Context: an optimization exercise on an open-source flow, tuned for small area. The choices shown serve that exercise and are no tape-out recipe.
At most, simulation tests tie the RTL to the original design; equivalence was not proved.

==> violet: inputs <==
## uartDevice
module uartDevice #(
	parameter logic [3:0] deviceId = 4'h0,
	parameter int rxDepth = 32,
	parameter int txDepth = 32
) (
	input logic clk,
	input logic rst,
	input logic peripheralEnable,
	input logic busWe,
	input logic busOe,
	input logic [15:0] busAddress,
	input logic [3:0] busByteSelect,
	input logic [31:0] busDataWrite,
	output logic [31:0] busDataRead,
	output logic busBusy,
	output logic requestOutput,
	output logic uartEn,
	input logic uartRx,
	output logic uartTx,
	output logic uartIrq
);
	logic [divisorWidth-1:0] cyclesPerBit;
	logic enable;
	logic waitForTxSpace;
	logic lostIrqEn;
	logic rxIrqEn;
	logic txDoneIrqEn;
	logic txPush;
	logic [7:0] txByte;
	logic rxPop;
	logic [3:0] clearPulses;
	logic [7:0] rxHead;
	logic [7:0] rxLateHead;
	logic rxLate;
	logic rxAvail;
	logic rxFull;
	logic rxLost;
	logic [7:0] txLoadData;
	logic txLoad;
	logic txAvail;
	logic txFull;
	logic txLost;
	logic [7:0] rxByte;
	logic rxValid;
	logic txBusy;
	logic txStart;
	logic rxLine;
	logic [5:0] flags;
	logic [5:0] buffered;
	logic [5:0] status;
	uartRegisters #(.deviceId(deviceId)) uartRegisters_i (
		.clk(clk),
		.rst(rst),
		.peripheralEnable(peripheralEnable),
  ...
Settings: LEC_CHECK=0, CAP_MARGIN=20, CORE_MARGIN=2, CORE_UTILIZATION=60, CTS_BUF_LIST=sky130_fd_sc_hd__clkbuf_16, CTS_CLUSTER_DIAMETER=70, CTS_CLUSTER_SIZE=26, SLEW_MARGIN=20; clock period 10.0 ns.
standard.sh (not shown) runs the stock make flow with config.mk's settings and CLKGATE_MAP_FILE= SYNTH_SCRIPT=/design/flow/synth_recipe.tcl, a recipe that flattens the netlist after the stock synthesis.
==> flow/flow/run.sh <==
#!/bin/bash
# Standard ORFS layout (the standard.sh) with the smallest buffer on the
# ports instead of the default port buffer. Make's output goes to
# standard_run.log; ORFS keeps each step's log under orfs/logs.
set -euo pipefail
export BUFFER_PORTS_ARGS="-buffer_cell sky130_fd_sc_hd__buf_1"
bash standard.sh > standard_run.log 2>&1
==> juniper: changes against violet <==
--- a/flow/design.v
+++ b/flow/design.v
@@ -27,67 +27,59 @@
 module rxFifo (
 	input logic clk,
 	input logic rst,
 	input logic [7:0] dataIn,
 	input logic we,
 	input logic oe,
 	output logic [7:0] dataOut,
-	output logic [7:0] lateHead,
-	output logic lateValid,
 	output logic isData,
 	output logic bufferFull,
 	output logic dataLost
 );
 	logic [7:0] ring [32];
 	logic [4:0] rdPos;
+	logic [7:0] lvl1 [16];
+	logic [7:0] lvl2 [8];
+	logic [7:0] lvl3 [4];
+	logic [7:0] lvl4 [2];
+	logic [7:0] ringHead;
 	logic [4:0] wrPos;
 	logic [4:0] wrNext;
 	logic [5:0] count;
 	logic pend;
-	logic pendHead;
 	logic doPush;
 	logic doPop;
 	logic nowWrite;
 	logic pendWrite;
 	logic [4:0] port;
-	logic [3:0] sel;
-	logic [7:0] lvl1 [8];
-	logic [7:0] lvl2 [4];
-	logic [7:0] lvl3 [2];
-	logic [7:0] ringHead;
 	assign isData = count != '0;
 	assign bufferFull = count[5];
 	assign doPush = we && (!bufferFull || oe);
 	assign doPop = oe && isData;
 	assign wrNext = wrPos + 1'b1;
-	assign nowWrite = doPush && wrNext[2:0] == 3'd0;
-	assign pendWrite = pend && wrPos[2:0] == 3'd0;
+	assign nowWrite = doPush && (wrNext == 5'd0 || wrNext == 5'd11 || wrNext == 5'd22);
+	assign pendWrite = pend && (wrPos == 5'd0 || wrPos == 5'd11 || wrPos == 5'd22);
 	assign port = pend ? wrPos : wrNext;
 	always_ff @(posedge clk) begin
 		for (int q = 0; q < 32; q++) begin
-			if (q % 8 == 0 && (nowWrite || pendWrite) && port == 5'(q)) begin
+			if ((q == 0 || q == 11 || q == 22) && (nowWrite || pendWrite) && port == 5'(q)) begin
 				ring[q] <= dataIn;
 			end else begin
 				ring[q] <= ring[(q + 31) % 32];
 			end
 		end
 	end
-	assign sel = lateValid ? rdPos[4:1] - 1'b1 : rdPos[4:1];
 	always_comb begin
-		for (int i = 0; i < 8; i++) lvl1[i] = sel[0] ? ring[4 * i + 3] : ring[4 * i + 1];
-		for (int i = 0; i < 4; i++) lvl2[i] = sel[1] ? lvl1[2 * i + 1] : lvl1[2 * i];
-		for (int i = 0; i < 2; i++) lvl3[i] = sel[2] ? lvl2[2 * i + 1] : lvl2[2 * i];
-		ringHead = sel[3] ? lvl3[1] : lvl3[0];
-	end
-	assign pendHead = pend && count == 6'd1;
-	assign dataOut = pendHead ? dataIn : ringHead;
-	assign lateHead = ringHead;
-	always_ff @(posedge clk) begin
-		lateValid <= !rst && doPop && !rdPos[0] && !pendHead;
+		for (int i = 0; i < 16; i++) lvl1[i] = rdPos[0] ? ring[2 * i + 1] : ring[2 * i];
+		for (int i = 0; i < 8; i++) lvl2[i] = rdPos[1] ? lvl1[2 * i + 1] : lvl1[2 * i];
+		for (int i = 0; i < 4; i++) lvl3[i] = rdPos[2] ? lvl2[2 * i + 1] : lvl2[2 * i];
+		for (int i = 0; i < 2; i++) lvl4[i] = rdPos[3] ? lvl3[2 * i + 1] : lvl3[2 * i];
+		ringHead = rdPos[4] ? lvl4[1] : lvl4[0];
 	end
+	assign dataOut = (pend && count == 6'd1) ? dataIn : ringHead;
 	always_ff @(posedge clk) begin
 		if (rst) begin
 			rdPos <= '0;
 			wrPos <= '0;
 			count <= '0;
 			pend <= 1'b0;
 			dataLost <= 1'b0;
@@ -363,16 +355,14 @@
 	input logic [3:0] busByteSelect,
 	input logic [31:0] busDataWrite,
 	output logic [31:0] busDataRead,
 	output logic requestOutput,
 	output logic busBusy,
 	input logic [5:0] status,
 	input logic [7:0] rxHead,
-	input logic [7:0] rxLateHead,
-	input logic rxLate,
 	input logic rxAvail,
 	input logic txFull,
 	output logic [uartPkg::divisorWidth-1:0] cyclesPerBit,
 	output logic enable,
 	output logic waitForTxSpace,
 	output logic lostIrqEn,
 	output logic rxIrqEn,
@@ -446,16 +436,15 @@
 		if (rst) begin
 			requestOutput <= 1'b0;
 		end else begin
 			requestOutput <= readHit;
 		end
 		readData <= (rst || !readHit) ? '1 : readMux;
 	end
-	assign busDataRead = {{(32 - configWidth){!requestOutput}}, readData[configWidth-1:8],
-		rxLate ? rxLateHead : readData[7:0]};
+	assign busDataRead = {{(32 - configWidth){!requestOutput}}, readData};
 endmodule
 `timescale 1ns/1ns
 import uartPkg::*;
 module uartDevice #(
 	parameter logic [3:0] deviceId = 4'h0,
 	parameter int rxDepth = 32,
 	parameter int txDepth = 32
@@ -483,16 +472,14 @@
 	logic rxIrqEn;
 	logic txDoneIrqEn;
 	logic txPush;
 	logic [7:0] txByte;
 	logic rxPop;
 	logic [3:0] clearPulses;
 	logic [7:0] rxHead;
-	logic [7:0] rxLateHead;
-	logic rxLate;
 	logic rxAvail;
 	logic rxFull;
 	logic rxLost;
 	logic [7:0] txLoadData;
 	logic txLoad;
 	logic txAvail;
 	logic txFull;
@@ -515,16 +502,14 @@
 		.busByteSelect(busByteSelect),
 		.busDataWrite(busDataWrite),
 		.busDataRead(busDataRead),
 		.requestOutput(requestOutput),
 		.busBusy(busBusy),
 		.status(status),
 		.rxHead(rxHead),
-		.rxLateHead(rxLateHead),
-		.rxLate(rxLate),
 		.rxAvail(rxAvail),
 		.txFull(txFull),
 		.cyclesPerBit(cyclesPerBit),
 		.enable(enable),
 		.waitForTxSpace(waitForTxSpace),
 		.lostIrqEn(lostIrqEn),
 		.rxIrqEn(rxIrqEn),
@@ -540,16 +525,14 @@
 	rxFifo rxFifo_i (
 		.clk(clk),
 		.rst(rst || clearPulses[clrRxFifo]),
 		.dataIn(rxByte),
 		.we(rxValid && enable),
 		.oe(rxPop),
 		.dataOut(rxHead),
-		.lateHead(rxLateHead),
-		.lateValid(rxLate),
 		.isData(rxAvail),
 		.bufferFull(rxFull),
 		.dataLost(rxLost)
 	);
 	txFifo txFifo_i (
 		.clk(clk),
 		.rst(rst),
==> harbor: changes against violet <==
--- a/flow/design.v
+++ b/flow/design.v
@@ -27,67 +27,59 @@
 module rxFifo (
 	input logic clk,
 	input logic rst,
 	input logic [7:0] dataIn,
 	input logic we,
 	input logic oe,
 	output logic [7:0] dataOut,
-	output logic [7:0] lateHead,
-	output logic lateValid,
 	output logic isData,
 	output logic bufferFull,
 	output logic dataLost
 );
 	logic [7:0] ring [32];
 	logic [4:0] rdPos;
+	logic [7:0] lvl1 [16];
+	logic [7:0] lvl2 [8];
+	logic [7:0] lvl3 [4];
+	logic [7:0] lvl4 [2];
+	logic [7:0] ringHead;
 	logic [4:0] wrPos;
 	logic [4:0] wrNext;
 	logic [5:0] count;
 	logic pend;
-	logic pendHead;
 	logic doPush;
 	logic doPop;
 	logic nowWrite;
 	logic pendWrite;
 	logic [4:0] port;
-	logic [3:0] sel;
-	logic [7:0] lvl1 [8];
-	logic [7:0] lvl2 [4];
-	logic [7:0] lvl3 [2];
-	logic [7:0] ringHead;
 	assign isData = count != '0;
 	assign bufferFull = count[5];
 	assign doPush = we && (!bufferFull || oe);
 	assign doPop = oe && isData;
 	assign wrNext = wrPos + 1'b1;
-	assign nowWrite = doPush && wrNext[2:0] == 3'd0;
-	assign pendWrite = pend && wrPos[2:0] == 3'd0;
+	assign nowWrite = doPush && (wrNext == 5'd0 || wrNext == 5'd11 || wrNext == 5'd22);
+	assign pendWrite = pend && (wrPos == 5'd0 || wrPos == 5'd11 || wrPos == 5'd22);
 	assign port = pend ? wrPos : wrNext;
 	always_ff @(posedge clk) begin
 		for (int q = 0; q < 32; q++) begin
-			if (q % 8 == 0 && (nowWrite || pendWrite) && port == 5'(q)) begin
+			if ((q == 0 || q == 11 || q == 22) && (nowWrite || pendWrite) && port == 5'(q)) begin
 				ring[q] <= dataIn;
 			end else begin
 				ring[q] <= ring[(q + 31) % 32];
 			end
 		end
 	end
-	assign sel = lateValid ? rdPos[4:1] - 1'b1 : rdPos[4:1];
 	always_comb begin
-		for (int i = 0; i < 8; i++) lvl1[i] = sel[0] ? ring[4 * i + 3] : ring[4 * i + 1];
-		for (int i = 0; i < 4; i++) lvl2[i] = sel[1] ? lvl1[2 * i + 1] : lvl1[2 * i];
-		for (int i = 0; i < 2; i++) lvl3[i] = sel[2] ? lvl2[2 * i + 1] : lvl2[2 * i];
-		ringHead = sel[3] ? lvl3[1] : lvl3[0];
-	end
-	assign pendHead = pend && count == 6'd1;
-	assign dataOut = pendHead ? dataIn : ringHead;
-	assign lateHead = ringHead;
-	always_ff @(posedge clk) begin
-		lateValid <= !rst && doPop && !rdPos[0] && !pendHead;
+		for (int i = 0; i < 16; i++) lvl1[i] = rdPos[0] ? ring[2 * i + 1] : ring[2 * i];
+		for (int i = 0; i < 8; i++) lvl2[i] = rdPos[1] ? lvl1[2 * i + 1] : lvl1[2 * i];
+		for (int i = 0; i < 4; i++) lvl3[i] = rdPos[2] ? lvl2[2 * i + 1] : lvl2[2 * i];
+		for (int i = 0; i < 2; i++) lvl4[i] = rdPos[3] ? lvl3[2 * i + 1] : lvl3[2 * i];
+		ringHead = rdPos[4] ? lvl4[1] : lvl4[0];
 	end
+	assign dataOut = (pend && count == 6'd1) ? dataIn : ringHead;
 	always_ff @(posedge clk) begin
 		if (rst) begin
 			rdPos <= '0;
 			wrPos <= '0;
 			count <= '0;
 			pend <= 1'b0;
 			dataLost <= 1'b0;
@@ -105,43 +97,38 @@
 			end
 		end
 	end
 endmodule
 module txFifo (
 	input logic clk,
 	input logic rst,
-	input logic clear,
 	input logic [7:0] dataIn,
 	input logic we,
 	input logic oe,
-	output logic [7:0] loadData,
-	output logic loadEn,
+	output logic [7:0] dataOut,
 	output logic isData,
 	output logic bufferFull,
 	output logic dataLost
 );
 	logic [7:0] ring [32];
 	logic [7:0] stage;
 	logic [7:0] portData;
 	logic [4:0] rdPos;
+	logic [7:0] lvl1 [16];
+	logic [7:0] lvl2 [8];
+	logic [7:0] lvl3 [4];
+	logic [7:0] lvl4 [2];
+	logic [7:0] ringHead;
 	logic [4:0] wrPos;
-	logic [4:0] rdNext;
 	logic [4:0] port;
 	logic [5:0] count;
 	logic pend;
 	logic doPush;
 	logic doPop;
 	logic doWrite;
-	logic late;
-	logic readNow;
-	logic [3:0] sel;
-	logic [7:0] lvl1 [8];
-	logic [7:0] lvl2 [4];
-	logic [7:0] lvl3 [2];
-	logic [7:0] ringHead;
 	assign isData = count != '0;
 	assign bufferFull = count[5];
 	assign doPush = we && (!bufferFull || oe);
 	assign doPop = oe && isData;
 	assign doWrite = pend || (doPush && wrPos[0]);
 	assign port = pend ? wrPos : wrPos + 1'b1;
 	assign portData = pend ? stage : dataIn;
@@ -151,46 +138,32 @@
 			if (q % 2 == 0 && doWrite && port == 5'(q)) begin
 				ring[q] <= portData;
 			end else begin
 				ring[q] <= ring[(q + 31) % 32];
 			end
 		end
 	end
-	assign readNow = doPop && rdPos[0];
-	assign sel = late ? rdPos[4:1] - 1'b1 : rdPos[4:1];
-	assign loadEn = readNow || late;
 	always_comb begin
-		for (int i = 0; i < 8; i++) lvl1[i] = sel[0] ? ring[4 * i + 3] : ring[4 * i + 1];
-		for (int i = 0; i < 4; i++) lvl2[i] = sel[1] ? lvl1[2 * i + 1] : lvl1[2 * i];
-		for (int i = 0; i < 2; i++) lvl3[i] = sel[2] ? lvl2[2 * i + 1] : lvl2[2 * i];
-		ringHead = sel[3] ? lvl3[1] : lvl3[0];
-	end
-	assign loadData = (pend && count == 6'd1 && !late) ? stage : ringHead;
-	always_ff @(posedge clk) begin
-		late <= doPop && !rdPos[0];
+		for (int i = 0; i < 16; i++) lvl1[i] = rdPos[0] ? ring[2 * i + 1] : ring[2 * i];
+		for (int i = 0; i < 8; i++) lvl2[i] = rdPos[1] ? lvl1[2 * i + 1] : lvl1[2 * i];
+		for (int i = 0; i < 4; i++) lvl3[i] = rdPos[2] ? lvl2[2 * i + 1] : lvl2[2 * i];
+		for (int i = 0; i < 2; i++) lvl4[i] = rdPos[3] ? lvl3[2 * i + 1] : lvl3[2 * i];
+		ringHead = rdPos[4] ? lvl4[1] : lvl4[0];
 	end
-	assign rdNext = rdPos + 5'd1 + 5'(doPop);
+	assign dataOut = (pend && count == 6'd1) ? stage : ringHead;
 	always_ff @(posedge clk) begin
 		if (rst) begin
 			rdPos <= '0;
-		end else begin
-			rdPos <= rdNext;
-		end
-		if (rst) begin
 			wrPos <= '0;
-		end else if (clear) begin
-			wrPos <= rdNext;
-		end else begin
-			wrPos <= wrPos + 5'd1 + 5'(doPush);
-		end
-		if (rst || clear) begin
 			count <= '0;
 			pend <= 1'b0;
 			dataLost <= 1'b0;
 		end else begin
+			rdPos <= rdPos + 5'd1 + 5'(doPop);
+			wrPos <= wrPos + 5'd1 + 5'(doPush);
 			case ({doPush, doPop})
 				2'b10: count <= count + 1'b1;
 				2'b01: count <= count - 1'b1;
 				default: count <= count;
 			endcase
 			pend <= doPush && !wrPos[0];
 			if (we && !doPush) begin
@@ -290,25 +263,26 @@
 `timescale 1ns/1ns
 import uartPkg::*;
 module uartTx (
 	input logic clk,
 	input logic rst,
 	input logic [uartPkg::divisorWidth-1:0] cyclesPerBit,
 	input logic txStart,
-	input logic txLoad,
-	input logic [7:0] txLoadData,
+	input logic [7:0] txByteIn,
 	input logic block,
 	output logic tx,
 	output logic txBusy
 );
 	logic [7:0] txData;
 	logic [divisorWidth-1:0] counter;
 	logic [3:0] bitCount;
+	logic launch;
 	logic tick;
 	logic lineBit;
+	assign launch = txStart && !txBusy && !block;
 	assign tick = counter == '0;
 	always_ff @(posedge clk) begin
 		if (rst) begin
 			txBusy <= 1'b0;
 		end else if (block) begin
 			txBusy <= 1'b0;
 		end else if (!txBusy) begin
@@ -325,16 +299,16 @@
 			counter <= cyclesPerBit;
 			bitCount <= bitCount + 1'b1;
 		end else begin
 			counter <= counter - 1'b1;
 		end
 	end
 	always_ff @(posedge clk) begin
-		if (txLoad) begin
-			txData <= txLoadData;
+		if (launch) begin
+			txData <= txByteIn;
 		end
 	end
 	always_comb begin
 		case (bitCount)
 			4'd0: lineBit = 1'b0;
 			4'd1: lineBit = txData[0];
 			4'd2: lineBit = txData[1];
@@ -363,16 +337,14 @@
 	input logic [3:0] busByteSelect,
 	input logic [31:0] busDataWrite,
 	output logic [31:0] busDataRead,
 	output logic requestOutput,
 	output logic busBusy,
 	input logic [5:0] status,
 	input logic [7:0] rxHead,
-	input logic [7:0] rxLateHead,
-	input logic rxLate,
 	input logic rxAvail,
 	input logic txFull,
 	output logic [uartPkg::divisorWidth-1:0] cyclesPerBit,
 	output logic enable,
 	output logic waitForTxSpace,
 	output logic lostIrqEn,
 	output logic rxIrqEn,
@@ -446,16 +418,15 @@
 		if (rst) begin
 			requestOutput <= 1'b0;
 		end else begin
 			requestOutput <= readHit;
 		end
 		readData <= (rst || !readHit) ? '1 : readMux;
 	end
-	assign busDataRead = {{(32 - configWidth){!requestOutput}}, readData[configWidth-1:8],
-		rxLate ? rxLateHead : readData[7:0]};
+	assign busDataRead = {{(32 - configWidth){!requestOutput}}, readData};
 endmodule
 `timescale 1ns/1ns
 import uartPkg::*;
 module uartDevice #(
 	parameter logic [3:0] deviceId = 4'h0,
 	parameter int rxDepth = 32,
 	parameter int txDepth = 32
@@ -483,21 +454,18 @@
 	logic rxIrqEn;
 	logic txDoneIrqEn;
 	logic txPush;
 	logic [7:0] txByte;
 	logic rxPop;
 	logic [3:0] clearPulses;
 	logic [7:0] rxHead;
-	logic [7:0] rxLateHead;
-	logic rxLate;
 	logic rxAvail;
 	logic rxFull;
 	logic rxLost;
-	logic [7:0] txLoadData;
-	logic txLoad;
+	logic [7:0] txHead;
 	logic txAvail;
 	logic txFull;
 	logic txLost;
 	logic [7:0] rxByte;
 	logic rxValid;
 	logic txBusy;
 	logic txStart;
@@ -515,16 +483,14 @@
 		.busByteSelect(busByteSelect),
 		.busDataWrite(busDataWrite),
 		.busDataRead(busDataRead),
 		.requestOutput(requestOutput),
 		.busBusy(busBusy),
 		.status(status),
 		.rxHead(rxHead),
-		.rxLateHead(rxLateHead),
-		.rxLate(rxLate),
 		.rxAvail(rxAvail),
 		.txFull(txFull),
 		.cyclesPerBit(cyclesPerBit),
 		.enable(enable),
 		.waitForTxSpace(waitForTxSpace),
 		.lostIrqEn(lostIrqEn),
 		.rxIrqEn(rxIrqEn),
@@ -540,29 +506,25 @@
 	rxFifo rxFifo_i (
 		.clk(clk),
 		.rst(rst || clearPulses[clrRxFifo]),
 		.dataIn(rxByte),
 		.we(rxValid && enable),
 		.oe(rxPop),
 		.dataOut(rxHead),
-		.lateHead(rxLateHead),
-		.lateValid(rxLate),
 		.isData(rxAvail),
 		.bufferFull(rxFull),
 		.dataLost(rxLost)
 	);
 	txFifo txFifo_i (
 		.clk(clk),
-		.rst(rst),
-		.clear(clearPulses[clrTxFifo]),
+		.rst(rst || clearPulses[clrTxFifo]),
 		.dataIn(txByte),
 		.we(txPush),
 		.oe(txStart),
-		.loadData(txLoadData),
-		.loadEn(txLoad),
+		.dataOut(txHead),
 		.isData(txAvail),
 		.bufferFull(txFull),
 		.dataLost(txLost)
 	);
 	uartRx uartRx_i (
 		.clk(clk),
 		.rst(rst || clearPulses[clrRx]),
@@ -572,16 +534,15 @@
 		.rxValid(rxValid)
 	);
 	uartTx uartTx_i (
 		.clk(clk),
 		.rst(rst || clearPulses[clrTx]),
 		.cyclesPerBit(cyclesPerBit),
 		.txStart(txStart),
-		.txLoad(txLoad),
-		.txLoadData(txLoadData),
+		.txByteIn(txHead),
 		.block(!enable),
 		.tx(uartTx),
 		.txBusy(txBusy)
 	);
 	always_comb begin
 		flags = '0;
 		flags[stRxAvail] = rxAvail;
==> flow/flow/run.sh (replaced) <==
#!/bin/bash
# Standard ORFS layout with two changes: port buffers use the smallest
# buffer, and clock tree synthesis builds larger sink clusters without
# dummy loads.
set -euo pipefail
export BUFFER_PORTS_ARGS="-buffer_cell sky130_fd_sc_hd__buf_1"
export CTS_ARGS="-sink_clustering_enable -repair_clock_nets -dont_use_dummy_load -buf_list sky130_fd_sc_hd__clkbuf_16 -sink_clustering_size 30 -sink_clustering_max_diameter 70"
bash standard.sh > standard_run.log 2>&1
Settings changed: CORE_UTILIZATION 60 to 70, CTS_BUF_LIST sky130_fd_sc_hd__clkbuf_16 to not set, CTS_CLUSTER_DIAMETER 70 to not set, CTS_CLUSTER_SIZE 26 to not set.
==> impl_results.html <==
<table>
<tr><th>Metric</th><th>Value</th></tr>
<tr><th colspan="2">Finish</th></tr>
<tr><td>Number of flip-flops and latches</td><td>681</td></tr>
<tr><td>ClkCell Share</td><td>3.609%</td></tr>
<tr><td>Non-clock buffer contribution to total cell area</td><td>1.659%</td></tr>
<tr><th colspan="2">Critical path</th></tr>
<tr><td>Highest cell delay on the worst timing path</td><td>0.89 ns</td></tr>
<tr><td>Cells along the critical path</td><td>buf_1 -&gt; nor4_1 -&gt; nand3_1 -&gt; nor4_1 -&gt; nand3_1 -&gt; nor2_1 -&gt; buf_1</td></tr>
<tr><td>Reg2Reg Capture Point</td><td>txFifo_i.ring[22][4]</td></tr>
<tr><td>Setup Crit Path Kind</td><td>in2out</td></tr>
<tr><th colspan="2">STA</th></tr>
<tr><td>Crit share post-route</td><td>61.64%</td></tr>
<tr><th colspan="2">Placement</th></tr>
<tr><td>Standard cell area after detailed placement</td><td>24050 sq um</td></tr>
<tr><th colspan="2">Yosys</th></tr>
<tr><td>Summed instance area of the synthesized netlist</td><td>23600 sq um</td></tr>
<tr><th colspan="2">Run status</th></tr>
<tr><td>Result of the run</td><td>timing/DRC/antenna clean</td></tr>
</table>
That was harbor.
==> impl_results.html <==
<table>
<tr><th>Metric</th><th>Value</th></tr>
<tr><th colspan="2">Critical path</th></tr>
<tr><td>Setup Crit Path Kind</td><td>in2out</td></tr>
<tr><td>Highest cell delay on the worst timing path</td><td>0.67 ns</td></tr>
<tr><td>Reg2Reg Capture Point</td><td>rxFifo_i.count[5]</td></tr>
<tr><td>Cells along the critical path</td><td>buf_1 -&gt; nor4_4 -&gt; nand2_1 -&gt; nor3_1 -&gt; nand3_1 -&gt; nor2_1 -&gt; buf_1</td></tr>
<tr><th colspan="2">CTS</th></tr>
<tr><td>CTS resizes</td><td>0</td></tr>
<tr><th colspan="2">Finish</th></tr>
<tr><td>ClkCell Share</td><td>4.550%</td></tr>
<tr><td>Number of flip-flops and latches</td><td>682</td></tr>
<tr><th colspan="2">STA</th></tr>
<tr><td>Crit share post-route</td><td>58.01%</td></tr>
<tr><th colspan="2">Run status</th></tr>
<tr><td>Result of the run</td><td>timing/DRC/antenna clean</td></tr>
</table>
That was juniper.
==> impl_results.html <==
<table>
<tr><th>Metric</th><th>Value</th></tr>
<tr><th colspan="2">Placement</th></tr>
<tr><td>Standard cell area after detailed placement</td><td>23620 sq um</td></tr>
<tr><th colspan="2">Finish</th></tr>
<tr><td>Non-clock buffer contribution to total cell area</td><td>1.888%</td></tr>
<tr><td>ClkCell Share</td><td>4.423%</td></tr>
<tr><th colspan="2">STA</th></tr>
<tr><td>Crit share post-route</td><td>61.67%</td></tr>
<tr><th colspan="2">Run status</th></tr>
<tr><td>Result of the run</td><td>timing/DRC/antenna clean</td></tr>
<tr><th colspan="2">Critical path</th></tr>
<tr><td>Highest cell delay on the worst timing path</td><td>0.78 ns</td></tr>
<tr><td>Cells along the critical path</td><td>buf_4 -&gt; inv_1 -&gt; ha_2 -&gt; nand2_1 -&gt; xor2_1 -&gt; nor2_1 -&gt; a22oi_1 -&gt; a221oi_1 -&gt; mux2_2 -&gt; buf_1</td></tr>
<tr><td>Reg2Reg Capture Point</td><td>uartRegisters_i.readData[4]</td></tr>
</table>
That was violet.
No functional check of the RTL was part of harbor.

## static timing again, ports no longer ideal
The flow's constraints put no driver on any port. The routed layouts listed below were extracted and timed again, unchanged, in two steps. Step 1, drivers: a clkbuf_16 drives clk and a buf_2 each remaining input, both assumed. Step 2 moves the port delays by t, midway between the first and last clock arrival at a register: inputs arrive t later, outputs are due t later. That takes back most of the time a late clock gives input paths. a / b / c = ideal ports / drivers / drivers and shift; a / b = the first two.
| run | t, ns | setup slack, ns | worst hold slack (ns) | slew at the worst register clock pin (ns) | pins driven straight from the clock port |
|---|---|---|---|---|---|
| violet | 0.613 | 3.833 / 3.779 / 4.347 | 0.324 / 0.324 / 0.324 | 0.10 / 0.10 | 1 |
| juniper | 0.623 | 4.199 / 4.177 / 4.177 | 0.327 / 0.327 / 0.327 | 0.10 / 0.10 | 1 |
| harbor | 0.589 | 3.836 / 3.815 / 3.658 | 0.307 / 0.307 / 0.307 | 0.11 / 0.11 | 1 |
After both steps setup and hold are still met in every run listed. The setup slack of harbor, which loses most, moves by -0.021 ns with the drivers and by -0.178 ns with both steps.
